What follows belongs to an exercise in optimizing a design on an open flow for small area and few clock cycles per item; a production flow would make more cautious choices.
The RTL was checked by simulation tests, not by an equivalence proof against the original design.
No activity file was given, so power comes from the tool's default toggle rates.

$ cat flow/run.sh
#!/bin/bash
# synth_recipe.tcl (not shown) runs the flow's synth.tcl, then flattens the netlist and writes it again
# the make line also repeats each setting of config.mk as NAME=value (left out here)
make -C /OpenROAD-flow-scripts/flow DESIGN_CONFIG=/design/flow/config.mk WORK_HOME=/design/flow/orfs CLKGATE_MAP_FILE= SYNTH_SCRIPT=/design/flow/synth_recipe.tcl finish
$ cat flow/config.mk
export PLATFORM = sky130hd
export DESIGN_NAME = stack_with_remove_by_value_unit
export DESIGN_NICKNAME = stack_with_remove_by_value_unit
export VERILOG_FILES = /design/flow/design.v
export SDC_FILE = /design/flow/constraint.sdc
export NUM_CORES = 4
export LEC_CHECK = 0
export CAP_MARGIN = 20
export CORE_MARGIN = 2
export CORE_UTILIZATION = 40
export GPL_TIMING_DRIVEN = 0
export SLEW_MARGIN = 20
export SYNTH_HIERARCHICAL = 1
export SYNTH_MINIMUM_KEEP_SIZE = 0
$ cat flow/constraint.sdc
create_clock -name core_clock -period 3.2 [get_ports {aclk}]
set_input_delay 0.6400 -clock core_clock [delete_from_list [all_inputs] [get_ports {aclk}]]
set_output_delay 0.6400 -clock core_clock [all_outputs]
set_load 0.01 [all_outputs]
$ cat flow/design.v
`timescale 1ns / 1ps
package stkrm_pkg;
    localparam int unsigned DEPTH_DEFAULT = 32;
    localparam int unsigned VALUE_W       = 8;
    localparam int unsigned COUNT_W       = 6;
    localparam int unsigned S_TDATA_W     = 16;
    localparam int unsigned M_TDATA_W     = 24;
    typedef enum logic [1:0] {
        CMD_PUSH   = 2'd0,
        CMD_POP    = 2'd1,
        CMD_PEEK   = 2'd2,
        CMD_REMOVE = 2'd3
    } cmd_t;
    typedef enum logic [1:0] {
        ST_OK    = 2'd0,
        ST_FULL  = 2'd1,
        ST_EMPTY = 2'd2
    } status_t;
    typedef struct packed {
        logic push;
        logic pop;
        logic remove;
    } cell_ctrl_t;
endpackage
`timescale 1ns / 1ps
module stkrm_cell (
    input  logic                              aclk,
    input  logic                              hold,       
    input  logic                              from_up,    
    input  logic                              from_dn,    
    input  logic [stkrm_pkg::VALUE_W-1:0]     above_s,    
    input  logic [stkrm_pkg::VALUE_W-1:0]     below_s,    
    output logic [stkrm_pkg::VALUE_W-1:0]     data_s
);
    for (genvar b = 0; b < stkrm_pkg::VALUE_W; b++) begin : g_bit
        stkrm_bit u_bit (
            .aclk    (aclk),
            .hold    (hold),
            .from_up (from_up),
            .from_dn (from_dn),
            .above_s (above_s[b]),
            .below_s (below_s[b]),
            .data_s  (data_s[b])
        );
    end
endmodule
module stkrm_bit (
    input  logic aclk,
    input  logic hold,
    input  logic from_up,
    input  logic from_dn,
    input  logic above_s,
    input  logic below_s,
    output logic data_s
);
    logic data_reg;
    assign data_s = data_reg;
    always_ff @(posedge aclk) begin
        data_reg <= ~((hold & data_reg) | (from_up & above_s) | (from_dn & below_s));
    end
endmodule
module stkrm_eq8 (
    input  logic [7:0] a,
    input  logic [7:0] b,
    output logic       lo_n,
    output logic       hi_n
);
    logic [7:0] x;
    for (genvar k = 0; k < 8; k++) begin : g_x
        stkrm_xnor2 u_x (.a(a[k]), .b(b[k]), .y(x[k]));
    end
    stkrm_nand4 u_lo (.a(x[0]), .b(x[1]), .c(x[2]), .d(x[3]), .y(lo_n));
    stkrm_nand4 u_hi (.a(x[4]), .b(x[5]), .c(x[6]), .d(x[7]), .y(hi_n));
endmodule
module stkrm_xnor2 (input logic a, input logic b, output logic y);
    assign y = ~(a ^ b);
endmodule
module stkrm_inv (input logic a, output logic y);
    assign y = ~a;
endmodule
module stkrm_nand2 (input logic a, input logic b, output logic y);
    assign y = ~(a & b);
endmodule
module stkrm_nand3 (input logic a, input logic b, input logic c, output logic y);
    assign y = ~(a & b & c);
endmodule
module stkrm_nand4 (input logic a, input logic b, input logic c, input logic d, output logic y);
    assign y = ~(a & b & c & d);
endmodule
module stkrm_nor2 (input logic a, input logic b, output logic y);
    assign y = ~(a | b);
endmodule
module stkrm_nor3 (input logic a, input logic b, input logic c, output logic y);
    assign y = ~(a | b | c);
endmodule
module stkrm_nor4 (input logic a, input logic b, input logic c, input logic d, output logic y);
    assign y = ~(a | b | c | d);
endmodule
module stkrm_and2 (input logic a, input logic b, output logic y);
    assign y = a & b;
endmodule
module stkrm_and3 (input logic a, input logic b, input logic c, output logic y);
    assign y = a & b & c;
endmodule
module stkrm_and4 (input logic a, input logic b, input logic c, input logic d, output logic y);
    assign y = a & b & c & d;
endmodule
`timescale 1ns / 1ps
module stack_with_remove_by_value_unit #(
    parameter int unsigned DEPTH = stkrm_pkg::DEPTH_DEFAULT
) (
    input  logic                              aclk,
    input  logic                              aresetn,
    input  logic                              s_tvalid,
    output logic                              s_tready,
    input  logic [stkrm_pkg::S_TDATA_W-1:0]   s_tdata,
    output logic                              m_tvalid,
    input  logic                              m_tready,
    output logic [stkrm_pkg::M_TDATA_W-1:0]   m_tdata
);
    localparam int unsigned FILL_W = $clog2(DEPTH + 1);
    localparam int unsigned VW     = stkrm_pkg::VALUE_W;
    localparam int unsigned CW     = stkrm_pkg::COUNT_W;
    localparam int unsigned NG     = DEPTH / 4;         
    logic [1:0]             cmd;
    logic [VW-1:0]          value;
    logic [VW-1:0]          value_s;       
    logic                   accept;
    logic                   empty;
    logic                   full;
    logic                   any_hit;       
    logic                   is_push;
    logic                   is_pop;
    logic                   is_peek;
    logic                   is_remove;
    logic                   shift_dn;      
    logic                   shift_up;      
    logic                   shift_up_n;
    logic                   rm_go;         
    logic                   phase;
    logic [VW-1:0]          cell_s   [DEPTH];
    logic                   lo_n     [DEPTH];    
    logic                   hi_n     [DEPTH];    
    logic                   look_n   [DEPTH];    
    logic                   hit      [DEPTH];    
    logic                   grp_n    [DEPTH];    
    logic                   dn       [DEPTH];    
    logic                   hold     [DEPTH];    
    logic                   tot_n    [NG];       
    logic                   pre_a_n  [NG+1];     
    logic                   pre_b_n  [NG+1];     
    logic                   occ      [DEPTH];    
    logic [FILL_W-1:0]      fill_reg;
    logic [FILL_W-1:0]      fill_next;
    logic                   out_valid_reg;
    logic [VW-1:0]          out_data_reg;
    logic [1:0]             out_status_reg;
    logic                   out_removed_reg;
    logic [FILL_W+CW-1:0]   count_wide;
    assign cmd       = s_tdata[1:0];
    assign value     = s_tdata[VW+1:2];
    assign value_s   = value ^ {VW{phase}};
    assign accept    = s_tvalid && s_tready;
    assign empty     = (fill_reg == '0);
    assign full      = (fill_reg == FILL_W'(DEPTH));
    assign is_push   = (cmd == stkrm_pkg::CMD_PUSH);
    assign is_pop    = (cmd == stkrm_pkg::CMD_POP);
    assign is_peek   = (cmd == stkrm_pkg::CMD_PEEK);
    assign is_remove = (cmd == stkrm_pkg::CMD_REMOVE);
    assign s_tready = !out_valid_reg || m_tready;
    assign shift_dn   = accept && is_push && !full;
    assign shift_up   = accept && is_pop;         
    assign shift_up_n = !shift_up;
    assign rm_go      = accept && is_remove;
    for (genvar i = 0; i < DEPTH; i++) begin : g_cell
        logic [VW-1:0] above_s;
        logic [VW-1:0] below_s;
        if (i == 0) begin : g_top
            assign above_s = value_s;
        end else begin : g_mid
            assign above_s = cell_s[i-1];
        end
        if (i == DEPTH - 1) begin : g_bottom
            assign below_s = '0;
        end else begin : g_inner
            assign below_s = cell_s[i+1];
        end
        assign occ[i] = (fill_reg > FILL_W'(i));
        stkrm_eq8   u_eq   (.a(cell_s[i]), .b(value_s), .lo_n(lo_n[i]), .hi_n(hi_n[i]));
        stkrm_nand2 u_look (.a(occ[i]), .b(rm_go), .y(look_n[i]));
        stkrm_nor3  u_hit  (.a(lo_n[i]), .b(hi_n[i]), .c(look_n[i]), .y(hit[i]));
        stkrm_cell u_cell (
            .aclk    (aclk),
            .hold    (hold[i]),
            .from_up (shift_dn),
            .from_dn (dn[i]),
            .above_s (above_s),
            .below_s (below_s),
            .data_s  (cell_s[i])
        );
    end
    for (genvar j = 0; j < NG; j++) begin : g_grp
        stkrm_inv  u_p0 (.a(hit[4*j]), .y(grp_n[4*j]));
        stkrm_nor2 u_p1 (.a(hit[4*j]), .b(hit[4*j+1]), .y(grp_n[4*j+1]));
        stkrm_nor3 u_p2 (.a(hit[4*j]), .b(hit[4*j+1]), .c(hit[4*j+2]), .y(grp_n[4*j+2]));
        stkrm_nor4 u_p3 (.a(hit[4*j]), .b(hit[4*j+1]), .c(hit[4*j+2]), .d(hit[4*j+3]),
                         .y(grp_n[4*j+3]));
        assign tot_n[j] = grp_n[4*j+3];
    end
    assign pre_a_n[0] = 1'b1;
    assign pre_a_n[1] = tot_n[0];
    stkrm_and2 u_a2 (.a(tot_n[0]), .b(tot_n[1]), .y(pre_a_n[2]));
    stkrm_and3 u_a3 (.a(tot_n[0]), .b(tot_n[1]), .c(tot_n[2]), .y(pre_a_n[3]));
    stkrm_and4 u_a4 (.a(tot_n[0]), .b(tot_n[1]), .c(tot_n[2]), .d(tot_n[3]), .y(pre_a_n[4]));
    for (genvar j = 0; j <= 4; j++) begin : g_pb_lo
        assign pre_b_n[j] = 1'b1;
    end
    for (genvar j = 5; j <= NG; j++) begin : g_pa_hi
        assign pre_a_n[j] = pre_a_n[4];
    end
    assign pre_b_n[5] = tot_n[4];
    stkrm_and2 u_b6 (.a(tot_n[4]), .b(tot_n[5]), .y(pre_b_n[6]));
    stkrm_and3 u_b7 (.a(tot_n[4]), .b(tot_n[5]), .c(tot_n[6]), .y(pre_b_n[7]));
    stkrm_and4 u_b8 (.a(tot_n[4]), .b(tot_n[5]), .c(tot_n[6]), .d(tot_n[7]), .y(pre_b_n[8]));
    stkrm_nand2 u_any (.a(pre_a_n[NG]), .b(pre_b_n[NG]), .y(any_hit));
    for (genvar i = 0; i < DEPTH; i++) begin : g_sel
        localparam int J = i / 4;
        if (J == 0) begin : g_j0
            stkrm_nand2 u_dn (.a(grp_n[i]), .b(shift_up_n), .y(dn[i]));
        end else if (J <= 4) begin : g_jlo
            stkrm_nand3 u_dn (.a(grp_n[i]), .b(pre_a_n[J]), .c(shift_up_n), .y(dn[i]));
        end else begin : g_jhi
            stkrm_nand4 u_dn (.a(grp_n[i]), .b(pre_a_n[J]), .c(pre_b_n[J]), .d(shift_up_n),
                              .y(dn[i]));
        end
        stkrm_nor2 u_hold (.a(dn[i]), .b(shift_dn), .y(hold[i]));
    end
    always_comb begin
        fill_next = fill_reg;
        if (shift_dn)                                fill_next = fill_reg + 1'b1;
        else if ((shift_up && !empty) || any_hit)    fill_next = fill_reg - 1'b1;
    end
    always_ff @(posedge aclk) begin
        if (!aresetn) begin
            phase         <= 1'b0;
            fill_reg      <= '0;
            out_valid_reg <= 1'b0;
        end else begin
            phase    <= !phase;
            fill_reg <= fill_next;
            if (accept) begin
                out_valid_reg <= 1'b1;
            end else if (m_tready) begin
                out_valid_reg <= 1'b0;
            end
        end
    end
    always_ff @(posedge aclk) begin
        if (accept) begin
            out_data_reg    <= ((is_pop || is_peek) && !empty) ? (cell_s[0] ^ {VW{phase}}) : '0;
            out_status_reg  <= (is_push && full)                ? stkrm_pkg::ST_FULL  :
                               ((is_pop || is_peek) && empty)   ? stkrm_pkg::ST_EMPTY :
                                                                  stkrm_pkg::ST_OK;
            out_removed_reg <= any_hit;
        end
    end
    assign count_wide = {{CW{1'b0}}, fill_reg};
    assign m_tvalid = out_valid_reg;
    assign m_tdata  = {{(stkrm_pkg::M_TDATA_W - VW - 2 - 1 - CW){1'b0}},
                       count_wide[CW-1:0], out_removed_reg, out_status_reg,
                       out_data_reg};
endmodule
==> results of run 1 <==
routing by layer:
layer	share of wire	wire length, µm	track usage
met5	0	0	0
met2	0.49	18760	0.3679
met4	0.024	927	0.05632
met3	0.054	2061	0.03336
met1	0.43	16420	0.2827
worst max-delay path, stage by stage (launching register included):
cell and delay [ps]:
dfxtp_4 370, buf_12 130, xor2_4 160, buf_12 140
buf_16 140, buf_12 140, buf_6 120, xnor2_2 120
nand4_1 90, nor3_2 60, nor4_2 270, buf_4 160
and4_4 330, buf_12 150, nand4_1 130, buf_4 190
a222oi_1 400
worst max-delay path by stage:
stage	end	slack, ps	cells after the start
2_1_floorplan	g_cell[21].u_cell.g_bit[0].u_bit.data_reg	-250	11
3_3_place_gp	g_cell[31].u_cell.g_bit[3].u_bit.data_reg	-1890	10
3_5_place_dp	g_cell[10].u_cell.g_bit[7].u_bit.data_reg	-1230	8
4_1_cts	g_cell[21].u_cell.g_bit[1].u_bit.data_reg	4	16
5_1_grt	g_cell[30].u_cell.g_bit[7].u_bit.data_reg	-200	14
6_report	g_cell[30].u_cell.g_bit[7].u_bit.data_reg	-70	16
repair_timing:
action	in CTS	in global routing
buffers inserted	48	64
endpoints found under the setup margin	263	254
endpoints found under the hold margin	0	0
pin swaps	33	93
resized for setup	50	83
gates cloned	4	1
area by class of cell:
cell class | count | area, µm² | share of cell area
buffer | 17 | 131.4 | 0.007737
clock buffer | 45 | 887.1 | 0.05224
clock inverter | 9 | 106.4 | 0.006263
inverter | 19 | 83.83 | 0.004937
multi-input combinational | 870 | 7711 | 0.4541
sequential | 275 | 5622 | 0.3311
tap | 402 | 503.0 | 0.02962
timing repair buffer | 163 | 1936 | 0.1140
cell families after synthesis:
group           after synthesis
other cells                   1
simple gates                281
fa+ha+maj                     7
xor+xnor                    274
flops                       275
buf+inv                      39
compound gates              288
mux                           5
layout by cell type, fill, tap and decap left out, drive strengths merged, types with 4 or more instances in the layout:
| cell type | netlist | routed |
|---|---|---|
| nand2b | 8 | 8 |
| buf | 9 | 138 |
| inv | 19 | 19 |
| clkinv | 0 | 7 |
| xor2 | 8 | 8 |
| o21bai | 5 | 5 |
| nand3 | 19 | 19 |
| nand2 | 52 | 52 |
| nor2 | 55 | 55 |
| dlymetal6s2s | 0 | 7 |
| o21ai | 10 | 10 |
| a21o | 7 | 7 |
| mux2i | 5 | 5 |
| and2 | 4 | 4 |
| nor4 | 9 | 9 |
| nor3 | 42 | 42 |
| dfxtp | 264 | 264 |
| edfxtp | 11 | 11 |
| a222oi | 256 | 256 |
| nand4 | 76 | 76 |
| xnor2 | 266 | 266 |
| clkdlybuf4s50 | 0 | 25 |
| ha | 7 | 7 |
| clkbuf | 11 | 54 |
| conb | 1 | 15 |
| and3 | 5 | 5 |
modules after synthesis (local to each module, per instance), a selection:
| module | flip-flops and latches | cells inside |
|---|---|---|
| stkrm_nor4 | 0 | 1 |
| stkrm_and4 | 0 | 1 |
| stkrm_nand4 | 0 | 1 |
| stkrm_nand3 | 0 | 1 |
| stkrm_inv | 0 | 1 |
| stkrm_nand2 | 0 | 1 |
| stkrm_nor2 | 0 | 1 |
power by group through the flow:
stage	Sequential [mW]	Combinational [mW]	Clock, mW
detailed placement	6.56	3.70	0
finish	6.53	4.15	3.50
floorplan	6.03	2.97	0
CTS	6.49	3.90	3.55
global placement	6.54	3.48	0
global route	6.74	4.52	3.68
==> out/metrics.csv, run 1 <==
stage,metric,value,unit
timing,RSZ-0062 raised after global routing,true,
synthesis,synth warn,24,
finish,NumNets Final,1403,
worst_setup_path,cells on worst reg2reg path,16,
synthesis,post-synthesis average cell area,10.97,µm²
placement,Detail Placement HPWL,24.60,mm
pwr,Int Pwr,9.325,mW
synthesis,"count leader, synth",xnor2_1,
synthesis,Synth Area in XOR/XNOR,0.1870,
worst_setup_path,Worst Setup SP,phase,
finish,Post-Route Utilization,0.5381,
synthesis,post-synthesis compound-gate area fraction,0.2194,
clock_network,CTS Hold Bufs,0,
worst_setup_path,Worst R2R Start,phase,
synthesis,Synth Instances,1170,
synthesis,Synth area leader,dfxtp_1,
routing,routed wire length per instance,21.21,µm
grt,All-Layer GR Usage,0.2149,
synthesis,Post-synth EDFFs,11,
worst_setup_path,reg2reg end,g_cell[30].u_cell.g_bit[7].u_bit.data_reg,
grt,largest net degree at the start of global routing,147,
floorplan,area of the core,31560,µm²
synthesis,largest family of logic cells by synthesized area,compound AO/OA/AOI/OAI gates,
timing,fin crit share,1.022,
finish,max reg flops,256,
timing,max_slew headroom,0.5158,
synthesis,Synth cell types,42,
synthesis,Post-synth top cells,"266 x xnor2_1, 264 x dfxtp_1, 256 x a222oi_1",
worst_setup_path,Arrival @ worst endpoint,3710,ps
finish,filler instances,2690,
finish,diodes inserted,0,
pwr,leakage power,6.328,nW
timing,Final WS setup,-71.26,ps
clock_network,"Clk pin slew, worst setup/hold paths",60,ps
placement,DP Cell Count,1635,
synthesis,area fraction of the dominant cell type after synthesis,0.4118,
worst_setup_path,required time worst endpoint,3640,ps
synthesis,"Top FF cell, synth",dfxtp_1,
timing,Max Transition Viols Final,0,
timing,endpoints failing setup,17,
synthesis,largest cells by area after synthesis,"dfxtp_1 41%, a222oi_1 20%, xnor2_1 18%",
grt,first-pass GRT wire length,59.11,mm
synthesis,adder-cell share of the synthesized area,0.006824,
worst_setup_path,CP max FO,8,
timing,final hold violation count,0,
floorplan,die area,33540,µm²
finish,design area,16980,µm²
clock_network,Clock Tree Buf Depth,3,
floorplan,IO Pins,46,
floorplan,Starting Density,0.4067,
floorplan,Die H,183.1,µm
clock_network,htree depth,1,
worst_setup_path,Critical Path End Type,flip-flop,
timing,Hold Slack,515.0,ps
floorplan,row count,65,
timing,Post-Route Setup TNS,-602.1,ps
grt,initial antenna violation count,0,
placement,I/O Buffers,32,
worst_setup_path,crit path launch type,flip-flop,
pwr,switching part of the total,0.3424,
finish,share of layout cells above drive strength 1,0.2217,
pwr,Max VDD drop,0.4544,mV
routing,DR vias,11340,
clock_network,clock sinks,275,
pwr,P_sw,4.855,mW
routing,drt pass-1 iters,8,
hold_path,WHS Endpoint,g_cell[31].u_cell.g_bit[0].u_bit.data_reg,
clock_network,Num CTS Buffers,30,
clock_network,Root Driver,clkbuf_16,
routing,First DRT Iteration DRCs,1908,
grt,vias in the first global route,10910,
synthesis,"Async S/R FF share, synth",0,
routing,Total Routed Length,38.17,mm
placement,final RePlAce weighted congestion,0.7896,
timing,worst slew pin tran,726.3,ps
pwr,Total Power,14.18,mW
timing,max frequency,305.7,MHz
routing,DRC,0,
pwr,sequential share of power,0.460,
synthesis,Yosys reg bits,275,
pwr,combinational power share,0.293,
finish,"non-filler cells, final",1800,
hold_path,hold_sp,g_cell[31].u_cell.g_bit[0].u_bit.data_reg,
clock_network,worst skew pair latency,580,ps
run,Max Cap Violations,0,
synthesis,post-synthesis sequential area ratio,0.4375,
finish,Layout area overhead,32.30,%
placement,Placement Cell Area,14440,µm²
synthesis,post-synthesis instance area,12830,µm²
hold_path,Hold Path Stages,1,
synthesis,mux cell area share after synthesis,0.003899,
worst_setup_path,internal reg-to-reg setup slack,-70,ps
clock_network,TritonCTS clock tree,done,
status,layout check faults,negative setup slack,
placement,DP Worst Slack,-1228,ps
hold_path,Hold WC Path Type,reg -> reg,
pwr,clock share of power,0.247,
timing,Clock Skews,22.47,ps
routing,DR vias/cell,6.298,
grt,gr ovfl total,0,
timing,Tmin final,3271,ps
pwr,PwrDens,835.1,nW/µm²
floorplan,Die Width,183.1,µm
routing,"antenna viol nets, final",0,
status,run status,"complete, but fails checks",
synthesis,Post-Synth Simple-Gate Area,0.1305,
worst_setup_path,CP Class,reg -> reg,
Testbench counts, summed over its fixed seeds: cycles 16,008, items 16,000.
==> run 2, diff against run 1 <==
--- a/flow/config.mk
+++ b/flow/config.mk
@@ -7,8 +7,9 @@
 export LEC_CHECK = 0
 export CAP_MARGIN = 20
 export CORE_MARGIN = 2
-export CORE_UTILIZATION = 40
+export CORE_UTILIZATION = 30
 export GPL_TIMING_DRIVEN = 0
+export SETUP_SLACK_MARGIN = 0.08
 export SLEW_MARGIN = 20
 export SYNTH_HIERARCHICAL = 1
 export SYNTH_MINIMUM_KEEP_SIZE = 0
==> run 2 against run 1 <==
Maximum frequency increased by 2.0%. Final cell count up 6.6%. Highest routed layer unchanged. Register-to-register slack improved by 60 ps. Critical endpoint is now g_cell[24].u_cell.g_bit[1].u_bit.data_reg. Via count grew 0.56%. Still fails the layout checks on negative setup slack. Critical path depth decreased by 1. Worst hold slack improved by 6.1 ps.
==> out/metrics.csv, run 2 <==
stage,metric,value,unit,change
grt,All-Layer GR Usage,0.1653,,was 0.2149
worst_setup_path,crit path launch type,flip-flop,,unchanged
clock_network,Root Driver,clkbuf_16,,unchanged
synthesis,mux cell area share after synthesis,0.003899,,unchanged
timing,Tmin final,3207,ps,was 3271 ps
worst_setup_path,most frequent CP cell,buf_6,,was buf_12
routing,DRC,0,,unchanged
pwr,Int Pwr,9.068,mW,was 9.325 mW
routing,DR vias,11400,,was 11340
routing,DR vias/cell,5.941,,was 6.298
timing,fin crit share,1.002,,was 1.022
worst_setup_path,Worst R2R Start,phase,,unchanged
floorplan,area of the core,42130,µm²,was 31560 µm²
finish,diodes inserted,0,,unchanged
finish,max reg flops,256,,unchanged
finish,Layout area overhead,31.61,%,was 32.30%
clock_network,Clock Tree Buf Depth,3,,unchanged
finish,NumNets Final,1388,,was 1403
worst_setup_path,cells on worst reg2reg path,15,,was 16
timing,worst slew pin tran,627.4,ps,was 726.3 ps
synthesis,Synth Instances,1170,,unchanged
clock_network,TritonCTS clock tree,done,,unchanged
worst_setup_path,CP max FO,8,,unchanged
status,run status,"complete, but fails checks",,unchanged
grt,largest net degree at the start of global routing,113,,was 147
hold_path,hold_sp,g_cell[19].u_cell.g_bit[7].u_bit.data_reg,,was g_cell[31].u_cell.g_bit[0].u_bit.data_reg
hold_path,Hold Path Stages,1,,unchanged
synthesis,post-synthesis instance area,12830,µm²,unchanged
timing,Post-Route Setup TNS,-11.14,ps,was -602.1 ps
synthesis,post-synthesis compound-gate area fraction,0.2194,,unchanged
finish,share of layout cells above drive strength 1,0.2029,,was 0.2217
timing,max_slew headroom,0.5802,,was 0.5158
timing,Final WS setup,-6.716,ps,was -71.26 ps
status,layout check faults,negative setup slack,,unchanged
grt,gr ovfl total,0,,unchanged
synthesis,Post-synth EDFFs,11,,unchanged
pwr,P_sw,4.767,mW,was 4.855 mW
floorplan,IO Pins,46,,unchanged
clock_network,CTS Hold Bufs,0,,unchanged
grt,first-pass GRT wire length,60.62,mm,was 59.11 mm
hold_path,Hold WC Path Type,reg -> reg,,unchanged
placement,Detail Placement HPWL,24.75,mm,was 24.60 mm
timing,Max Transition Viols Final,0,,unchanged
worst_setup_path,Buffers & Inverters on Critical Path,6,,was 8
pwr,sequential share of power,0.472,,was 0.460
clock_network,Num CTS Buffers,28,,was 30
worst_setup_path,CP top delay family,simple AND/OR/NAND/NOR gates,,was buffers and inverters
floorplan,row count,75,,was 65
synthesis,"count leader, synth",xnor2_1,,unchanged
worst_setup_path,internal reg-to-reg setup slack,-7,ps,was -70 ps
clock_network,clock sinks,275,,unchanged
synthesis,"Async S/R FF share, synth",0,,unchanged
synthesis,Post-Synth Simple-Gate Area,0.1305,,unchanged
worst_setup_path,required time worst endpoint,3620,ps,was 3640 ps
grt,vias in the first global route,10920,,was 10910
placement,I/O Buffers,32,,unchanged
routing,"antenna viol nets, final",0,,unchanged
routing,First DRT Iteration DRCs,1932,,was 1908
timing,max frequency,311.8,MHz,was 305.7 MHz
floorplan,Starting Density,0.3046,,was 0.4067
routing,Total Routed Length,38.56,mm,was 38.17 mm
finish,multi-input combinational cell area,7679,µm²,was 7711 µm²
synthesis,Synth area leader,dfxtp_1,,unchanged
grt,initial antenna violation count,0,,unchanged
finish,filler instances,3941,,was 2690
routing,drt pass-1 iters,9,,was 8
routing,routed wire length per instance,20.10,µm,was 21.21 µm
run,Max Cap Violations,0,,unchanged
worst_setup_path,reg2reg end,g_cell[24].u_cell.g_bit[1].u_bit.data_reg,,was g_cell[30].u_cell.g_bit[7].u_bit.data_reg
pwr,Max VDD drop,0.4137,mV,was 0.4544 mV
placement,DP Cell Count,1772,,was 1635
floorplan,die area,44450,µm²,was 33540 µm²
synthesis,largest family of logic cells by synthesized area,compound AO/OA/AOI/OAI gates,,unchanged
pwr,clock share of power,0.234,,was 0.247
synthesis,post-synthesis sequential area ratio,0.4375,,unchanged
hold_path,WHS Endpoint,g_cell[20].u_cell.g_bit[7].u_bit.data_reg,,was g_cell[31].u_cell.g_bit[0].u_bit.data_reg
synthesis,Post-synth top cells,"266 x xnor2_1, 264 x dfxtp_1, 256 x a222oi_1",,unchanged
synthesis,largest cells by area after synthesis,"dfxtp_1 41%, a222oi_1 20%, xnor2_1 18%",,unchanged
floorplan,Die H,210.8,µm,was 183.1 µm
finish,most frequent cells in the layout,"265 x xnor2_1, 263 x dfxtp_1, 256 x a222oi_1",,"was 261 x dfxtp_1, 260 x xnor2_1, 256 x a222oi_1"
synthesis,synth warn,24,,unchanged
synthesis,Yosys reg bits,275,,unchanged
pwr,combinational power share,0.295,,was 0.293
worst_setup_path,worst path cell trace,"clkbuf_16, xor2_4, clkbuf_16, buf_6, xnor2_2, nand4_1, nor3_4, nor4_4, buf_4, and4_4, buf_6, nand4_1, buf_6, nor2_4, a222oi_1",,"was buf_12, xor2_4, buf_12, buf_16, buf_12, buf_6, xnor2_2, nand4_1, nor3_2, nor4_2, buf_4, and4_4, buf_12, nand4_1, buf_4, a222oi_1"
synthesis,Synth cell types,42,,unchanged
placement,final RePlAce weighted congestion,0.7775,,was 0.7896
clock_network,htree depth,1,,unchanged
synthesis,area fraction of the dominant cell type after synthesis,0.4118,,unchanged
worst_setup_path,Arrival @ worst endpoint,3630,ps,was 3710 ps
synthesis,"Top FF cell, synth",dfxtp_1,,unchanged
pwr,switching part of the total,0.3445,,was 0.3424
worst_setup_path,CP Class,reg -> reg,,unchanged
worst_setup_path,Critical Path Max Stage Delay,360,ps,was 400 ps
worst_setup_path,CP max-delay cell,dfxtp_4,,was a222oi_1
clock_network,worst skew pair latency,570,ps,was 580 ps
worst_setup_path,Critical Path End Type,flip-flop,,unchanged
timing,final hold violation count,0,,unchanged
pwr,PwrDens,819.0,nW/µm²,was 835.1 nW/µm²
timing,RSZ-0062 raised after global routing,true,,unchanged
finish,storage element area,5619,µm²,was 5622 µm²
pwr,leakage power,6.192,nW,was 6.328 nW
finish,"most common cell after layout, fill and taps aside",xnor2_1,,was dfxtp_1
timing,endpoints failing setup,4,,was 17
synthesis,adder-cell share of the synthesized area,0.006824,,unchanged
finish,"non-filler cells, final",1919,,was 1800
floorplan,Die Width,210.8,µm,was 183.1 µm
timing,Clock Skews,25.03,ps,was 22.47 ps
clock_network,"Clk pin slew, worst setup/hold paths",60,ps,about the same
synthesis,Synth Area in XOR/XNOR,0.1870,,unchanged
synthesis,post-synthesis average cell area,10.97,µm²,unchanged
==> run 2: stage by stage <==
| step | area (µm²) | utilization | hold slack (ps) | setup WS, ps | total power, mW |
|---|---|---|---|---|---|
| floorplan | 13140 | - | 479.8 | -251.1 | 9.002 |
| global placement | 14130 | 0.3354 | 494.8 | -1957 | 10.03 |
| detailed placement | 14610 | 0.3467 | 506.5 | -1247 | 10.26 |
| CTS | 16530 | 0.3922 | 515.1 | 44.22 | 13.71 |
| global route | 16890 | 0.4009 | 542.4 | -149.9 | 14.60 |
| finish | 16890 | 0.4009 | 521.2 | -6.716 | 13.83 |
==> run 2: logic make-up (layout without fill, tap and decap cells) <==
logic type,Yosys count,in the layout
compound gates,288,288
xor+xnor,274,274
fa+ha+maj,7,7
buf+inv,39,234
flops,275,275
mux,5,5
other cells,1,15
simple gates,281,282
==> run 2: routing by layer <==
| layer | global-route usage | wire length [µm] |
|---|---|---|
| met2 | 0.2705 | 18190 |
| met5 | 0 | 0 |
| met1 | 0.2287 | 16910 |
| met3 | 0.02557 | 2573 |
| met4 | 0.03934 | 890 |
==> run 2: worst max-delay path by stage <==
stage	from	cells past startpoint	slack (ps)	end
after detailed placement	s_tdata[8]	11	-1250	g_cell[31].u_cell.g_bit[7].u_bit.data_reg
final	phase	15	-7	g_cell[24].u_cell.g_bit[1].u_bit.data_reg
after global placement	s_tdata[3]	10	-1960	g_cell[30].u_cell.g_bit[6].u_bit.data_reg
after floorplan	phase	11	-250	g_cell[21].u_cell.g_bit[0].u_bit.data_reg
after CTS	phase	14	40	g_cell[19].u_cell.g_bit[4].u_bit.data_reg
after global routing	phase	13	-150	g_cell[11].u_cell.g_bit[0].u_bit.data_reg
==> run 2: power groups by stage <==
stage / clock network [mW] / registers, mW / logic [mW]
floorplan: 0 / 6.03 / 2.97
global placement: 0 / 6.54 / 3.48
detailed placement: 0 / 6.56 / 3.70
CTS: 3.28 / 6.49 / 3.94
global route: 3.43 / 6.73 / 4.44
finish: 3.24 / 6.52 / 4.07
==> run 2: Yosys stat by module, one instance, submodules excluded, a selection <==
module                           copies in the design  flops+latches  cell area [µm²]  cells
stkrm_xnor2                                       256              0            8.758      1
stack_with_remove_by_value_unit                     1             19             1488    171
stkrm_nand2                                        37              0            3.754      1
stkrm_nand4                                        76              0            6.256      1
stkrm_and2                                          2              0            6.256      1
stkrm_inv                                           8              0            3.754      1
stkrm_nor2                                         40              0            3.754      1
stkrm_nand3                                        16              0            5.005      1
stkrm_bit                                         256              1            30.03      2
stkrm_and4                                          2              0            8.758      1
stkrm_nor3                                         40              0            10.01      1
stkrm_and3                                          2              0            6.256      1
stkrm_nor4                                          8              0            12.51      1
==> run 2: cell type report <==
cell class	count	area share
Sequential cell	275	0.3326
Tap cell	539	0.03992
Multi-Input combinational cell	871	0.4546
Buffer	19	0.008814
Clock buffer	45	0.04948
Inverter	19	0.005777
Timing Repair Buffer	147	0.1053
Clock inverter	4	0.003555
==> run 2: what timing repair did <==
action	in CTS	in global routing
buffers inserted	66	26
pin swaps	60	86
endpoints found under the hold margin	0	0
gates cloned	5	4
setup endpoints to repair	263	238
gates resized for setup	88	37
==> run 3, diff against run 2 <==
--- a/flow/design.v
+++ b/flow/design.v
@@ -105,6 +105,16 @@
 module stkrm_and4 (input logic a, input logic b, input logic c, input logic d, output logic y);
     assign y = a & b & c & d;
 endmodule
+module stkrm_phase (
+    input  logic aclk,
+    input  logic aresetn,
+    output logic phase
+);
+    always_ff @(posedge aclk) begin
+        if (!aresetn) phase <= 1'b0;
+        else          phase <= !phase;
+    end
+endmodule
 `timescale 1ns / 1ps
 module stack_with_remove_by_value_unit #(
     parameter int unsigned DEPTH = stkrm_pkg::DEPTH_DEFAULT
@@ -138,6 +148,7 @@
     logic                   shift_up_n;
     logic                   rm_go;         
     logic                   phase;
+    logic [VW-1:0]          key_phase;     
     logic [VW-1:0]          cell_s   [DEPTH];
     logic                   lo_n     [DEPTH];    
     logic                   hi_n     [DEPTH];    
@@ -159,7 +170,7 @@
     logic [FILL_W+CW-1:0]   count_wide;
     assign cmd       = s_tdata[1:0];
     assign value     = s_tdata[VW+1:2];
-    assign value_s   = value ^ {VW{phase}};
+    assign value_s   = value ^ key_phase;
     assign accept    = s_tvalid && s_tready;
     assign empty     = (fill_reg == '0);
     assign full      = (fill_reg == FILL_W'(DEPTH));
@@ -172,6 +183,9 @@
     assign shift_up   = accept && is_pop;         
     assign shift_up_n = !shift_up;
     assign rm_go      = accept && is_remove;
+    for (genvar b = 0; b < VW; b++) begin : g_kph
+        stkrm_phase u_ph (.aclk(aclk), .aresetn(aresetn), .phase(key_phase[b]));
+    end
     for (genvar i = 0; i < DEPTH; i++) begin : g_cell
         logic [VW-1:0] above_s;
         logic [VW-1:0] below_s;
@@ -209,14 +223,14 @@
     end
     assign pre_a_n[0] = 1'b1;
     assign pre_a_n[1] = tot_n[0];
+    for (genvar j = 0; j <= 4; j++) begin : g_pb_lo
+        assign pre_b_n[j] = 1'b1;
+    end
     stkrm_and2 u_a2 (.a(tot_n[0]), .b(tot_n[1]), .y(pre_a_n[2]));
     stkrm_and3 u_a3 (.a(tot_n[0]), .b(tot_n[1]), .c(tot_n[2]), .y(pre_a_n[3]));
-    stkrm_and4 u_a4 (.a(tot_n[0]), .b(tot_n[1]), .c(tot_n[2]), .d(tot_n[3]), .y(pre_a_n[4]));
-    for (genvar j = 0; j <= 4; j++) begin : g_pb_lo
-        assign pre_b_n[j] = 1'b1;
-    end
-    for (genvar j = 5; j <= NG; j++) begin : g_pa_hi
-        assign pre_a_n[j] = pre_a_n[4];
+    for (genvar j = 4; j <= NG; j++) begin : g_pa_hi
+        stkrm_and4 u_a4 (.a(tot_n[0]), .b(tot_n[1]), .c(tot_n[2]), .d(tot_n[3]),
+                         .y(pre_a_n[j]));
     end
     assign pre_b_n[5] = tot_n[4];
     stkrm_and2 u_b6 (.a(tot_n[4]), .b(tot_n[5]), .y(pre_b_n[6]));
--- a/flow/config.mk
+++ b/flow/config.mk
@@ -9,7 +9,6 @@
 export CORE_MARGIN = 2
 export CORE_UTILIZATION = 30
 export GPL_TIMING_DRIVEN = 0
-export SETUP_SLACK_MARGIN = 0.08
 export SLEW_MARGIN = 20
 export SYNTH_HIERARCHICAL = 1
 export SYNTH_MINIMUM_KEEP_SIZE = 0
==> run 3 against run 2 <==
Now clean on timing, DRC and antenna. Clock skew decreased by 12 ps. Final cell count increased by 1.6%. Sequential cell count increased by 8. Global-route usage decreased by 0.58 points. Combinational power decreased by 3%. Maximum frequency increased by 5.0%.
==> out/metrics.csv, run 3 <==
stage,metric,value,unit,change
status,run status,timing/DRC/antenna clean,,"was complete, but fails checks"
timing,fin crit share,0.9542,,was 1.002
worst_setup_path,cells on worst reg2reg path,14,,was 15
pwr,Max VDD drop,0.5130,mV,was 0.4137 mV
routing,"antenna viol nets, final",0,,unchanged
hold_path,hold_sp,g_kph[2].u_ph.phase,,was g_cell[19].u_cell.g_bit[7].u_bit.data_reg
synthesis,Synth Instances,1190,,was 1170
synthesis,Synth area leader,dfxtp_1,,unchanged
clock_network,worst skew pair latency,560,ps,was 570 ps
synthesis,"Top FF cell, synth",dfxtp_1,,unchanged
worst_setup_path,Buffers & Inverters on Critical Path,2,,was 6
worst_setup_path,Worst R2R Start,fill_reg[0],,was phase
grt,largest net degree at the start of global routing,136,,was 113
hold_path,WHS Endpoint,g_kph[2].u_ph.phase,,was g_cell[20].u_cell.g_bit[7].u_bit.data_reg
timing,Tmin final,3053,ps,was 3207 ps
finish,diodes inserted,0,,unchanged
synthesis,synth warn,25,,was 24
placement,I/O Buffers,32,,unchanged
timing,max_slew headroom,0.5174,,was 0.5802
timing,final hold violation count,0,,unchanged
floorplan,Starting Density,0.3041,,was 0.3046
clock_network,Clock Tree Buf Depth,3,,unchanged
clock_network,CTS Hold Bufs,0,,unchanged
routing,routed wire length per instance,18.99,µm,was 20.10 µm
routing,DRC,0,,unchanged
placement,DP Cell Count,1838,,was 1772
placement,final RePlAce weighted congestion,0.7954,,was 0.7775
pwr,P_sw,4.792,mW,was 4.767 mW
synthesis,"Async S/R FF share, synth",0,,unchanged
placement,Detail Placement HPWL,25.16,mm,was 24.75 mm
worst_setup_path,internal reg-to-reg setup slack,160,ps,was -7 ps
finish,filler instances,4209,,was 3941
synthesis,"count leader, synth",dfxtp_1,,was xnor2_1
pwr,leakage power,6.150,nW,was 6.192 nW
placement,Placement Cell Area,15010,µm²,was 14610 µm²
floorplan,Die Width,213.2,µm,was 210.8 µm
worst_setup_path,CP Class,in -> reg,,was reg -> reg
worst_setup_path,required time worst endpoint,3690,ps,was 3620 ps
run,Max Cap Violations,0,,unchanged
timing,Max Transition Viols Final,0,,unchanged
routing,DR vias/cell,5.770,,was 5.941
grt,All-Layer GR Usage,0.1595,,was 0.1653
worst_setup_path,CP max FO,16,,was 8
synthesis,post-synthesis sequential area ratio,0.4400,,was 0.4375
timing,Clock Skews,12.74,ps,was 25.03 ps
worst_setup_path,Critical Path End Type,flip-flop,,unchanged
finish,NumNets Final,1370,,was 1388
pwr,Int Pwr,9.313,mW,was 9.068 mW
floorplan,row count,76,,was 75
floorplan,area of the core,43170,µm²,was 42130 µm²
synthesis,Post-synth EDFFs,11,,unchanged
pwr,clock share of power,0.249,,was 0.234
clock_network,"Clk pin slew, worst setup/hold paths",60,ps,about the same
grt,first-pass GRT wire length,59.90,mm,was 60.62 mm
synthesis,Yosys reg bits,283,,was 275
finish,design area,16930,µm²,was 16890 µm²
worst_setup_path,Arrival @ worst endpoint,3540,ps,was 3630 ps
grt,initial antenna violation count,0,,unchanged
synthesis,area fraction of the dominant cell type after synthesis,0.4148,,was 0.4118
clock_network,clock sinks,283,,was 275
routing,First DRT Iteration DRCs,1885,,was 1932
pwr,switching part of the total,0.3397,,was 0.3445
finish,"non-filler cells, final",1950,,was 1919
finish,max reg flops,256,,unchanged
floorplan,IO Pins,46,,unchanged
synthesis,post-synthesis average cell area,11.03,µm²,was 10.97 µm²
floorplan,die area,45440,µm²,was 44450 µm²
timing,Post-Route Setup TNS,0,ps,was -11.14 ps
timing,worst slew pin tran,721.6,ps,was 627.4 ps
timing,endpoints failing setup,0,,was 4
synthesis,largest cells by area after synthesis,"dfxtp_1 41%, a222oi_1 20%, xnor2_1 18%",,unchanged
synthesis,Post-synth top cells,"272 x dfxtp_1, 266 x xnor2_1, 256 x a222oi_1",,"was 266 x xnor2_1, 264 x dfxtp_1, 256 x a222oi_1"
pwr,Total Power,14.10,mW,was 13.83 mW
worst_setup_path,CP top delay family,simple AND/OR/NAND/NOR gates,,unchanged
clock_network,Root Driver,clkbuf_16,,unchanged
hold_path,Hold WC Path Type,reg -> reg,,unchanged
routing,Total Routed Length,37.04,mm,was 38.56 mm
clock_network,Num CTS Buffers,31,,was 28
timing,max frequency,327.5,MHz,was 311.8 MHz
clock_network,htree depth,1,,unchanged
worst_setup_path,Critical Path Max Stage Delay,450,ps,was 360 ps
clock_network,TritonCTS clock tree,done,,unchanged
worst_setup_path,CP max-delay cell,and3_2,,was dfxtp_4
pwr,PwrDens,833.3,nW/µm²,was 819.0 nW/µm²
pwr,sequential share of power,0.471,,was 0.472
finish,Post-Route Utilization,0.3921,,was 0.4009
synthesis,Synth cell types,44,,was 42
routing,drt pass-1 iters,7,,was 9
pwr,combinational power share,0.280,,was 0.295
finish,"most common cell after layout, fill and taps aside",dfxtp_1,,was xnor2_1
worst_setup_path,crit path launch type,primary input,,was flip-flop
routing,DR vias,11250,,was 11400
finish,Layout area overhead,28.96,%,was 31.61%
finish,share of layout cells above drive strength 1,0.2066,,was 0.2029
worst_setup_path,worst path cell trace,"clkdlybuf4s50_1, nand2b_1, and3_2, nand2_1, nor3_4, nor4_2, and4_1, nand2_2, a311oi_4, buf_4, or3_2, a21boi_1",,"was clkbuf_16, xor2_4, clkbuf_16, buf_6, xnor2_2, nand4_1, nor3_4, nor4_4, buf_4, and4_4, buf_6, nand4_1, buf_6, nor2_4, a222oi_1"
worst_setup_path,reg2reg end,fill_reg[1],,was g_cell[24].u_cell.g_bit[1].u_bit.data_reg
grt,gr ovfl total,0,,unchanged
finish,most frequent cells in the layout,"267 x dfxtp_1, 266 x xnor2_1, 256 x a222oi_1",,"was 265 x xnor2_1, 263 x dfxtp_1, 256 x a222oi_1"
grt,vias in the first global route,11040,,was 10920
synthesis,post-synthesis instance area,13130,µm²,was 12830 µm²
floorplan,Die H,213.2,µm,was 210.8 µm
hold_path,Hold Path Stages,1,,unchanged
run 3: cell types whose count changed in the layout (fill, tap and decap cells not counted), sizes merged, moves of 6 or more:
cell and delta:
dfxtp +8, clkbuf -6, clkinv +7, nor2b +8, buf -39
run 3: layout make-up:
cell class              instances  area [µm²]  area share
plain buffers                  17       102.6    0.006061
inverters                      21       95.09    0.005618
clock buffers                  43       922.1     0.05448
repair buffers                106        1336     0.07894
multi-input cells             883        7864      0.4646
clock inverters                12       91.34    0.005396
well taps                     585       732.0     0.04324
flip-flops and latches        283        5784      0.3417
run 3: per-layer routing:
layer  GRT usage  routed length [µm]
met2      0.2697               18010
met4     0.04215                 757
met3     0.02118                1883
met1      0.2137               16390
met5           0                   0
run 3: power by group through the flow:
stage                     Sequential (mW)  Combinational (mW)  Clock (mW)
after floorplan                      6.16                2.98           0
after global placement               6.68                3.50           0
after detailed placement             6.68                3.72           0
after CTS                            6.62                3.86        3.59
after global routing                 6.86                4.33        3.75
final                                6.64                3.95        3.52
run 3: worst max-delay path by stage:
| stage | end | cells after the start | slack, ps | startpoint |
|---|---|---|---|---|
| floorplan | g_cell[23].u_cell.g_bit[0].u_bit.data_reg | 9 | -150 | s_tdata[7] |
| global placement | g_cell[31].u_cell.g_bit[3].u_bit.data_reg | 10 | -1850 | s_tdata[5] |
| detailed placement | g_cell[31].u_cell.g_bit[1].u_bit.data_reg | 10 | -1240 | m_tready |
| CTS | fill_reg[3] | 15 | 0.9 | s_tdata[6] |
| global route | fill_reg[3] | 13 | -2 | g_kph[3].u_ph.phase |
| finish | fill_reg[3] | 12 | 150 | m_tready |
run 3: cells by family (layout without fill, tap and decap cells):
family | after synthesis | after routing | share of synthesized area
buf+inv | 39 | 199 | 0.01373
fa+ha+maj | 7 | 7 | 0.006672
other cells | 1 | 15 | 0.0002857
simple gates | 293 | 294 | 0.1384
compound gates | 288 | 288 | 0.2143
mux | 5 | 5 | 0.003813
flops | 283 | 283 | 0.4400
xor+xnor | 274 | 274 | 0.1828
run 3: through the flow:
stage                     worst slack [ps]  hold slack (ps)
after CTS                           0.8720            516.3
after detailed placement             -1238            505.2
after floorplan                     -153.6            479.8
after global placement               -1855            496.4
after global routing                -1.855            497.3
final                                146.7            487.1
run 3: modules after synthesis (local to each module, per instance), excerpt:
module / area (µm²) / cells / times used
stkrm_nor4: 12.51 / 1 / 8
stkrm_nand2: 3.754 / 1 / 37
stkrm_phase: 33.78 / 2 / 8
stkrm_and3: 6.256 / 1 / 2
stkrm_nor3: 10.01 / 1 / 40
stkrm_inv: 3.754 / 1 / 8
stkrm_bit: 30.03 / 2 / 256
stack_with_remove_by_value_unit: 1474 / 171 / 1
stkrm_nand3: 5.005 / 1 / 16
stkrm_xnor2: 8.758 / 1 / 256
stkrm_nand4: 6.256 / 1 / 76
stkrm_nor2: 3.754 / 1 / 40
stkrm_and2: 6.256 / 1 / 2
stkrm_and4: 8.758 / 1 / 6
run 3: worst register-to-register path: stages (launching register included):
cell and delay (ps):
dfxtp_2 340, buf_4 170, inv_2 80, ha_4 200
or3b_4 450, a21o_2 240, nand2_2 80, nor3_4 60
nor4_4 270, and4_1 280, nand2_2 100, a311oi_4 200
buf_4 200, mux2i_1 210, nor2b_1 60
run 3: timing repair:
action                     CTS  global route
setup endpoints to repair  262           262
cloned                       2             1
pin swaps                   25            18
resized for setup           52            56
buffers inserted            37            18
Testbench counts of run 3, summed over its fixed seeds: cycles 16,008, items 16,000.
==> run 4, diff against run 3 <==
--- a/flow/config.mk
+++ b/flow/config.mk
@@ -8,6 +8,8 @@
 export CAP_MARGIN = 20
 export CORE_MARGIN = 2
 export CORE_UTILIZATION = 30
+export CTS_CLUSTER_DIAMETER = 100
+export CTS_CLUSTER_SIZE = 24
 export GPL_TIMING_DRIVEN = 0
 export SLEW_MARGIN = 20
 export SYNTH_HIERARCHICAL = 1
==> run 4 against run 3 <==
Critical path depth increased by 1. Power decreased by 10%. Combinational power about the same. Sequential cell count unchanged. Clock power decreased by 41%. Maximum frequency decreased by 3.0%. Largest cell class unchanged. Largest power group unchanged.
==> out/metrics.csv, run 4 <==
stage,metric,value,unit,change
status,run status,timing/DRC/antenna clean,,unchanged
floorplan,row count,76,,unchanged
floorplan,IO Pins,46,,unchanged
timing,Max Transition Viols Final,0,,unchanged
grt,All-Layer GR Usage,0.1589,,was 0.1595
clock_network,Num CTS Buffers,15,,was 31
finish,NumNets Final,1351,,was 1370
grt,gr ovfl total,0,,unchanged
worst_setup_path,Worst R2R Start,g_kph[6].u_ph.phase,,was fill_reg[0]
synthesis,Synth cell types,44,,unchanged
finish,design area,16370,µm²,was 16930 µm²
worst_setup_path,required time worst endpoint,3640,ps,was 3690 ps
clock_network,clock sinks,283,,unchanged
routing,"antenna viol nets, final",0,,unchanged
pwr,PwrDens,775.1,nW/µm²,was 833.3 nW/µm²
worst_setup_path,internal reg-to-reg setup slack,130,ps,was 160 ps
synthesis,"Async S/R FF share, synth",0,,unchanged
worst_setup_path,CP top delay family,simple AND/OR/NAND/NOR gates,,unchanged
hold_path,Hold Path Stages,1,,unchanged
worst_setup_path,CP max-delay cell,or3_2,,was and3_2
clock_network,Clock Tree Buf Depth,3,,unchanged
synthesis,mux cell area share after synthesis,0.003813,,unchanged
clock_network,TritonCTS clock tree,done,,unchanged
grt,largest net degree at the start of global routing,136,,unchanged
worst_setup_path,Buffers & Inverters on Critical Path,3,,was 2
synthesis,Yosys reg bits,283,,unchanged
timing,fin crit share,0.9835,,was 0.9542
timing,max_slew headroom,0.5308,,was 0.5174
worst_setup_path,reg2reg end,fill_reg[5],,was fill_reg[1]
hold_path,WHS Endpoint,g_kph[4].u_ph.phase,,was g_kph[2].u_ph.phase
synthesis,Synth area leader,dfxtp_1,,unchanged
finish,most frequent cells in the layout,"266 x xnor2_1, 266 x dfxtp_1, 256 x a222oi_1",,"was 267 x dfxtp_1, 266 x xnor2_1, 256 x a222oi_1"
synthesis,largest family of logic cells by synthesized area,compound AO/OA/AOI/OAI gates,,unchanged
routing,DR vias/cell,5.875,,was 5.770
synthesis,largest cells by area after synthesis,"dfxtp_1 41%, a222oi_1 20%, xnor2_1 18%",,unchanged
placement,I/O Buffers,32,,unchanged
synthesis,post-synthesis instance area,13130,µm²,unchanged
grt,vias in the first global route,10860,,was 11040
finish,Layout area overhead,24.71,%,was 28.96%
synthesis,post-synthesis average cell area,11.03,µm²,unchanged
synthesis,area fraction of the dominant cell type after synthesis,0.4148,,unchanged
placement,Detail Placement HPWL,25.16,mm,unchanged
run,Max Cap Violations,0,,unchanged
worst_setup_path,cells on worst reg2reg path,14,,unchanged
clock_network,htree depth,1,,unchanged
worst_setup_path,Critical Path Max Stage Delay,460,ps,was 450 ps
floorplan,area of the core,43170,µm²,unchanged
floorplan,Die H,213.2,µm,unchanged
routing,Total Routed Length,37.34,mm,was 37.04 mm
pwr,Max VDD drop,0.3877,mV,was 0.5130 mV
timing,max frequency,317.7,MHz,was 327.5 MHz
synthesis,Synth Area in XOR/XNOR,0.1828,,unchanged
placement,Placement Cell Area,15010,µm²,unchanged
clock_network,Root Driver,clkbuf_16,,unchanged
synthesis,Post-synth EDFFs,11,,unchanged
timing,Tmin final,3147,ps,was 3053 ps
floorplan,die area,45440,µm²,unchanged
worst_setup_path,CP max FO,12,,was 16
timing,endpoints failing setup,0,,unchanged
worst_setup_path,Critical Path End Type,flip-flop,,unchanged
routing,routed wire length per instance,19.53,µm,was 18.99 µm
placement,final RePlAce weighted congestion,0.7954,,unchanged
synthesis,"count leader, synth",dfxtp_1,,unchanged
synthesis,synth warn,25,,unchanged
synthesis,Post-synth top cells,"272 x dfxtp_1, 266 x xnor2_1, 256 x a222oi_1",,unchanged
routing,drt pass-1 iters,8,,was 7
timing,Clock Skews,15.88,ps,was 12.74 ps
synthesis,Post-Synth Simple-Gate Area,0.1384,,unchanged
clock_network,"Clk pin slew, worst setup/hold paths",100,ps,was 60 ps
grt,initial antenna violation count,0,,unchanged
routing,DRC,0,,unchanged
synthesis,adder-cell share of the synthesized area,0.006672,,unchanged
synthesis,post-synthesis compound-gate area fraction,0.2143,,unchanged
floorplan,Starting Density,0.3041,,unchanged
routing,First DRT Iteration DRCs,1993,,was 1885
synthesis,"Top FF cell, synth",dfxtp_1,,unchanged
hold_path,Hold WC Path Type,reg -> reg,,unchanged
floorplan,Die Width,213.2,µm,unchanged
routing,DR vias,11230,,was 11250
grt,first-pass GRT wire length,59.38,mm,was 59.90 mm
finish,Post-Route Utilization,0.3792,,was 0.3921
synthesis,post-synthesis sequential area ratio,0.4400,,unchanged
finish,share of layout cells above drive strength 1,0.1801,,was 0.2066
worst_setup_path,Arrival @ worst endpoint,3580,ps,was 3540 ps
worst_setup_path,worst path cell trace,"clkdlybuf4s50_1, nand2b_1, and3_4, nand2_1, nor3_4, nor4_4, buf_4, and4_1, nand2_2, a311oi_4, buf_4, or3_2, a21boi_1",,"was clkdlybuf4s50_1, nand2b_1, and3_2, nand2_1, nor3_4, nor4_2, and4_1, nand2_2, a311oi_4, buf_4, or3_2, a21boi_1"
worst_setup_path,most frequent CP cell,buf_4,,
timing,Post-Route Setup TNS,0,ps,unchanged
timing,final hold violation count,0,,unchanged
worst_setup_path,CP Class,in -> reg,,unchanged
synthesis,Synth Instances,1190,,unchanged
clock_network,worst skew pair latency,500,ps,was 560 ps
pwr,leakage power,5.903,nW,was 6.150 nW
timing,worst slew pin tran,701.6,ps,was 721.6 ps
worst_setup_path,crit path launch type,primary input,,unchanged
finish,max reg flops,256,,unchanged
hold_path,hold_sp,g_kph[4].u_ph.phase,,was g_kph[2].u_ph.phase
finish,diodes inserted,0,,unchanged
==> run 4: cell counts after synthesis <==
No cell type changed its count.
==> run 4: per-stage QoR <==
step | total power [mW] | worst slack [ps] | instances | hold WS, ps
after floorplan | 9.145 | -153.6 | 1204 | 479.8
after global placement | 10.18 | -1855 | 1821 | 496.4
after detailed placement | 10.40 | -1238 | 1838 | 505.2
after CTS | 12.68 | -2.137 | 1901 | 521.6
after global routing | 13.46 | -14.25 | 1912 | 497.2
final | 12.69 | 52.84 | 1912 | 486.4
==> run 4: metal layers <==
| layer | vias up | wire length [µm] | track usage |
|---|---|---|---|
| met5 | - | 0 | 0 |
| met4 | 0 | 908 | 0.04598 |
| met3 | 58 | 1857 | 0.01765 |
| met2 | 376 | 18030 | 0.2679 |
| met1 | 5604 | 16540 | 0.2143 |
| li1 | 5195 | - | - |
==> run 4: repair_timing <==
action | in CTS | in global routing
hold buffers | 0 | 0
setup buffers | 40 | 9
pin swaps | 30 | 17
endpoints found under the setup margin | 262 | 262
gates resized for setup | 57 | 48
cloned | 3 | 4
==> run 4: kinds of logic (layout without fill, tap and decap cells) <==
group,Yosys count,in the layout
and+or+nand+nor,293,295
AOI/OAI and AO/OA,288,288
DFF,283,283
xor gates and xnor gates,274,274
buffers and inverters,39,160
adders and majority gates,7,7
muxes,5,5
other,1,15
==> run 4: worst max path at each step <==
stage | start | to | cells after the start
2_1_floorplan | s_tdata[7] | g_cell[23].u_cell.g_bit[0].u_bit.data_reg | 9
5_1_grt | fill_reg[1] | g_cell[30].u_cell.g_bit[4].u_bit.data_reg | 13
3_3_place_gp | s_tdata[5] | g_cell[31].u_cell.g_bit[3].u_bit.data_reg | 10
4_1_cts | s_tdata[5] | g_cell[11].u_cell.g_bit[0].u_bit.data_reg | 12
6_report | m_tready | fill_reg[5] | 13
3_5_place_dp | m_tready | g_cell[31].u_cell.g_bit[1].u_bit.data_reg | 10
==> run 4: Yosys stat by module (local to each module, per instance), excerpt <==
module / flops+latches / cell area [µm²] / times used / cells inside
stkrm_phase: 1 / 33.78 / 8 / 2
stkrm_nor4: 0 / 12.51 / 8 / 1
stkrm_nor3: 0 / 10.01 / 40 / 1
stkrm_and4: 0 / 8.758 / 6 / 1
stkrm_nand4: 0 / 6.256 / 76 / 1
stkrm_and3: 0 / 6.256 / 2 / 1
stkrm_nand3: 0 / 5.005 / 16 / 1
stkrm_nand2: 0 / 3.754 / 37 / 1
stkrm_inv: 0 / 3.754 / 8 / 1
==> run 4: worst reg2reg max path, cell delays in order, from the launching register on <==
cell,delay [ps]
dfxtp_1,490
xor2_4,190
buf_12,150
buf_16,160
xnor2_1,150
nand4_1,200
nor3_4,280
nor4_4,70
buf_4,180
and4_1,180
nand2_2,120
a311oi_4,40
buf_4,200
or3_2,460
a21boi_1,150
==> run 4: layout make-up <==
class	count	area, µm²
timing repair buffer	103	1363
multi-input combinational	884	7873
inverter	21	97.59
tap	585	732.0
buffer	16	101.3
fill	4264	26800
clock buffer	19	390.4
sequential	283	5783
clock inverter	1	30.03
==> run 4: where the power goes <==
| part | total [mW] | switching (mW) | internal [mW] | leakage [nW] |
|---|---|---|---|---|
| logic | 3.97 | 1.62 | 2.35 | 3.29 |
| clock network | 2.09 | 1.14 | 0.948 | 0.204 |
| registers | 6.63 | 1.73 | 4.90 | 2.41 |
| total | 12.7 | 4.49 | 8.19 | 5.90 |
==> run 5, diff against run 4 <==
==> flow/flow/run.sh (new file) <==
#!/bin/bash
# Own flow: the standard layout (standard.sh, unchanged synthesis and
# steps), except that the port buffers are plain buf_2 cells instead of the
# delay buffers buffer_ports picks by default. Every port still gets a buffer.
set -euo pipefail
export BUFFER_PORTS_ARGS="-buffer_cell sky130_fd_sc_hd__buf_2"
bash standard.sh finish > standard_flow.log 2>&1
==> flow/standard.sh (new file) <==
#!/bin/bash
# synth_recipe.tcl (not shown) runs the flow's synth.tcl, then flattens the netlist and writes it again
# the make line also repeats each setting of config.mk as NAME=value (left out here)
make -C /OpenROAD-flow-scripts/flow DESIGN_CONFIG=/design/flow/config.mk WORK_HOME=/design/flow/orfs CLKGATE_MAP_FILE= SYNTH_SCRIPT=/design/flow/synth_recipe.tcl "${@:-finish}"
--- a/flow/config.mk
+++ b/flow/config.mk
@@ -7,7 +7,7 @@
 export LEC_CHECK = 0
 export CAP_MARGIN = 20
 export CORE_MARGIN = 2
-export CORE_UTILIZATION = 30
+export CORE_UTILIZATION = 40
 export CTS_CLUSTER_DIAMETER = 100
 export CTS_CLUSTER_SIZE = 24
 export GPL_TIMING_DRIVEN = 0
removed: flow/run.sh
==> run 5 against run 4 <==
Still clean on timing, DRC and antenna. Setup slack improved by 46 ps. Count of clock-buffer cells in the layout fell by 2. Sequential power about the same. First-iteration DRC count down 17%. Worst hold slack got worse by 79 ps. Non-clock buffer count increased by 6. Sequential cell count unchanged. Die area is 25% lower. Clock power shrank 2%. Critical path depth fell by 1. Core utilization rose by 11 points.
==> out/metrics.csv, run 5 <==
stage,metric,value,unit,change
status,run status,timing/DRC/antenna clean,,unchanged
clock_network,"Clk pin slew, worst setup/hold paths",100,ps,about the same
pwr,sequential share of power,0.529,,was 0.522
floorplan,row count,66,,was 76
synthesis,post-synthesis instance area,13130,µm²,unchanged
worst_setup_path,crit path launch type,flip-flop,,was primary input
pwr,leakage power,5.667,nW,was 5.903 nW
worst_setup_path,Buffers & Inverters on Critical Path,4,,was 3
grt,first-pass GRT wire length,57.40,mm,was 59.38 mm
synthesis,largest cells by area after synthesis,"dfxtp_1 41%, a222oi_1 20%, xnor2_1 18%",,unchanged
timing,max frequency,322.5,MHz,was 317.7 MHz
worst_setup_path,Critical Path End Type,flip-flop,,unchanged
worst_setup_path,CP Class,reg -> reg,,was in -> reg
synthesis,post-synthesis average cell area,11.03,µm²,unchanged
worst_setup_path,CP max-delay cell,dfxtp_1,,was or3_2
clock_network,TritonCTS clock tree,done,,unchanged
finish,"most common cell after layout, fill and taps aside",xnor2_1,,
finish,share of layout cells above drive strength 1,0.2008,,was 0.1801
synthesis,"Async S/R FF share, synth",0,,unchanged
synthesis,Yosys reg bits,283,,unchanged
finish,most frequent cells in the layout,"266 x xnor2_1, 265 x dfxtp_1, 256 x a222oi_1",,"was 266 x xnor2_1, 266 x dfxtp_1, 256 x a222oi_1"
timing,max_slew headroom,0.4331,,was 0.5308
timing,Max Transition Viols Final,0,,unchanged
grt,vias in the first global route,10520,,was 10860
synthesis,Synth area leader,dfxtp_1,,unchanged
routing,DR vias/cell,6.278,,was 5.875
clock_network,Num CTS Buffers,15,,unchanged
run,Max Cap Violations,0,,unchanged
finish,max reg flops,256,,unchanged
routing,DRC,0,,unchanged
finish,"non-filler cells, final",1772,,was 1912
timing,RSZ-0062 raised after global routing,true,,
routing,Total Routed Length,36.20,mm,was 37.34 mm
floorplan,die area,34280,µm²,was 45440 µm²
pwr,Int Pwr,8.059,mW,was 8.194 mW
synthesis,Post-synth EDFFs,11,,unchanged
pwr,PwrDens,788.9,nW/µm²,was 775.1 nW/µm²
routing,First DRT Iteration DRCs,1658,,was 1993
clock_network,htree depth,1,,unchanged
worst_setup_path,Critical Path Max Stage Delay,470,ps,was 460 ps
timing,final hold violation count,0,,unchanged
synthesis,Synth Instances,1190,,unchanged
pwr,Max VDD drop,0.4030,mV,was 0.3877 mV
timing,worst slew pin tran,850.4,ps,was 701.6 ps
worst_setup_path,Arrival @ worst endpoint,3500,ps,was 3580 ps
timing,fin crit share,0.9691,,was 0.9835
worst_setup_path,Worst Setup SP,g_kph[4].u_ph.phase,,was m_tready
synthesis,"Top FF cell, synth",dfxtp_1,,unchanged
placement,I/O Buffers,32,,unchanged
pwr,switching part of the total,0.3569,,was 0.3542
placement,DP Cell Count,1695,,was 1838
finish,Layout area overhead,21.03,%,was 24.71%
timing,Tmin final,3101,ps,was 3147 ps
floorplan,Die H,185.2,µm,was 213.2 µm
clock_network,Root Driver,clkbuf_16,,unchanged
clock_network,Clock Tree Buf Depth,3,,unchanged
pwr,combinational power share,0.309,,was 0.313
finish,NumNets Final,1355,,was 1351
timing,Post-Route Setup TNS,0,ps,unchanged
synthesis,"count leader, synth",dfxtp_1,,unchanged
worst_setup_path,most frequent CP cell,nand4_1,,was buf_4
grt,initial antenna violation count,0,,unchanged
floorplan,Starting Density,0.4045,,was 0.3041
pwr,Total Power,12.53,mW,was 12.69 mW
synthesis,synth warn,25,,unchanged
worst_setup_path,Worst R2R Start,g_kph[4].u_ph.phase,,was g_kph[6].u_ph.phase
clock_network,worst skew pair latency,520,ps,was 500 ps
pwr,clock share of power,0.162,,was 0.165
floorplan,Die Width,185.2,µm,was 213.2 µm
routing,routed wire length per instance,20.43,µm,was 19.53 µm
pwr,P_sw,4.474,mW,was 4.494 mW
timing,Clock Skews,31.73,ps,was 15.88 ps
floorplan,area of the core,32450,µm²,was 43170 µm²
routing,DR vias,11130,,was 11230
synthesis,Post-synth top cells,"272 x dfxtp_1, 266 x xnor2_1, 256 x a222oi_1",,unchanged
placement,Detail Placement HPWL,24.99,mm,was 25.16 mm
synthesis,post-synthesis sequential area ratio,0.4400,,unchanged
floorplan,IO Pins,46,,unchanged
placement,final RePlAce weighted congestion,0.8008,,was 0.7954
synthesis,Synth cell types,44,,unchanged
worst_setup_path,CP max FO,17,,was 12
synthesis,area fraction of the dominant cell type after synthesis,0.4148,,unchanged
hold_path,hold_sp,s_tvalid,,was g_kph[4].u_ph.phase
finish,diodes inserted,0,,unchanged
timing,endpoints failing setup,0,,unchanged
grt,gr ovfl total,0,,unchanged
routing,"antenna viol nets, final",0,,unchanged
worst_setup_path,worst path cell trace,"xor2_4, buf_12, buf_16, xnor2_1, nand4_1, nor3_4, nor4_4, and4_4, nand4_1, buf_4, buf_2, a222oi_1",,"was clkdlybuf4s50_1, nand2b_1, and3_4, nand2_1, nor3_4, nor4_4, buf_4, and4_1, nand2_2, a311oi_4, buf_4, or3_2, a21boi_1"
worst_setup_path,CP top delay family,simple AND/OR/NAND/NOR gates,,unchanged
worst_setup_path,required time worst endpoint,3600,ps,was 3640 ps
hold_path,Hold WC Path Type,in -> reg,,was reg -> reg
routing,drt pass-1 iters,11,,was 8
grt,largest net degree at the start of global routing,104,,was 136
grt,All-Layer GR Usage,0.2047,,was 0.1589
clock_network,clock sinks,283,,unchanged
-- run 5: cell counts after synthesis --
No cell type changed its count.
-- run 5: logic make-up after synthesis --
group                      after synthesis  synth area share
and+or+nand+nor                        293            0.1384
DFF                                    283            0.4400
xor gates and xnor gates               274            0.1828
AOI/OAI and AO/OA                      288            0.2143
other                                    1         0.0002857
buffers and inverters                   39           0.01373
muxes                                    5          0.003813
adders and majority gates                7          0.006672
-- run 5: layout make-up --
type	instances	area [µm²]
inverter	21	95.09
buffer	18	108.9
multi-input combinational	882	7792
clock buffer	17	382.9
sequential	283	5787
clock inverter	2	16.27
timing repair buffer	107	1151
tap	442	553.0
fill	2955	16570
-- run 5: what timing repair did --
action	CTS	global route
setup buffers	30	26
setup endpoints to repair	262	262
endpoints found under the hold margin	0	0
cloned	1	1
resized for setup	34	51
pin swaps	20	25
hold buffers	0	0
-- run 5: metal layers --
metal | track usage | up-vias | part of all wire
li1 | - | 5195 | -
met1 | 0.2777 | 5551 | 0.44
met2 | 0.3477 | 324 | 0.49
met3 | 0.02379 | 55 | 0.050
met4 | 0.04857 | 0 | 0.020
met5 | 0 | - | 0
-- run 5: worst paths after layout --
path                                                             endpoint  slack [ps]  cells past startpoint
worst max register to register  g_cell[24].u_cell.g_bit[5].u_bit.data_reg         100                     12
worst min register to register                        g_kph[1].u_ph.phase         490                      1
worst max-delay path            g_cell[24].u_cell.g_bit[5].u_bit.data_reg         100                     12
worst min-delay path                                        out_valid_reg         410                      3
-- run 5: power by group through the flow --
stage | clock network, mW | registers [mW] | logic, mW
3_3_place_gp | 0 | 6.67 | 3.46
6_report | 2.04 | 6.62 | 3.87
2_1_floorplan | 0 | 6.16 | 2.98
4_1_cts | 2.10 | 6.60 | 3.77
5_1_grt | 2.22 | 6.81 | 4.24
3_5_place_dp | 0 | 6.68 | 3.67
-- run 5: modules after synthesis, one instance, submodules excluded, a selection --
module / times used / cell area [µm²]
stkrm_and4: 6 / 8.758
stkrm_inv: 8 / 3.754
stkrm_nand3: 16 / 5.005
stkrm_nor2: 40 / 3.754
stkrm_nor3: 40 / 10.01
stkrm_phase: 8 / 33.78
stkrm_xnor2: 256 / 8.758
-- run 5: worst register-to-register path: cells and delay by family (launching register included) --
| family | cells | cell delay (ps) |
|---|---|---|
| AND/OR/NAND/NOR | 5 | 1150 |
| buffers and inverters | 4 | 670 |
| flip-flops | 1 | 470 |
| XOR/XNOR | 2 | 380 |
| AO/OA/AOI/OAI | 1 | 320 |
-- run 5: stage by stage --
stage	hold slack [ps]	util	setup slack, ps	instance area, µm²
after floorplan	479.8	-	-153.6	13480
after global placement	495.7	0.4373	-1524	14190
after detailed placement	510.8	0.4517	-997.3	14660
after CTS	391.6	0.4779	0.6766	15510
after global routing	404.7	0.4895	-49.16	15890
final	407.0	0.4895	99.01	15890

static timing again, ports no longer ideal:
In the flow no input, the clock included, has a driving cell. The finished layouts below were timed again as built, in two steps.
Step 1 sets driving cells, clkbuf_16 on the clock port and buf_2 on the other inputs (assumed; they add their load-dependent delay and slew).
Step 2 adds t to the input delays and takes it off the output delays; t is the mean of the earliest and latest rising clock arrival at the registers after step 1. Input paths then give back, and output paths get back, about the clock's delay inside the block.
Slacks: ideal / step 1 / step 2; pairs: ideal / step 1.
run	t, ns	setup slack, ns	worst slew at a driven data input, ns
run 1	0.622	-0.071 / -0.071 / -0.603	0.05
run 2	0.613	-0.007 / -0.007 / -0.555	0.05
run 3	0.607	0.147 / 0.162 / -0.440	0.05
run 4	0.549	0.053 / 0.079 / -0.470	0.05
run 5	0.559	0.099 / 0.099 / -0.243	0.04
Met with ideal ports but missed after step 2: setup timing in run 3, run 4 and run 5. The setup slack of run 3, which loses most, moves by +0.015 ns with the drivers and by -0.587 ns with both steps.
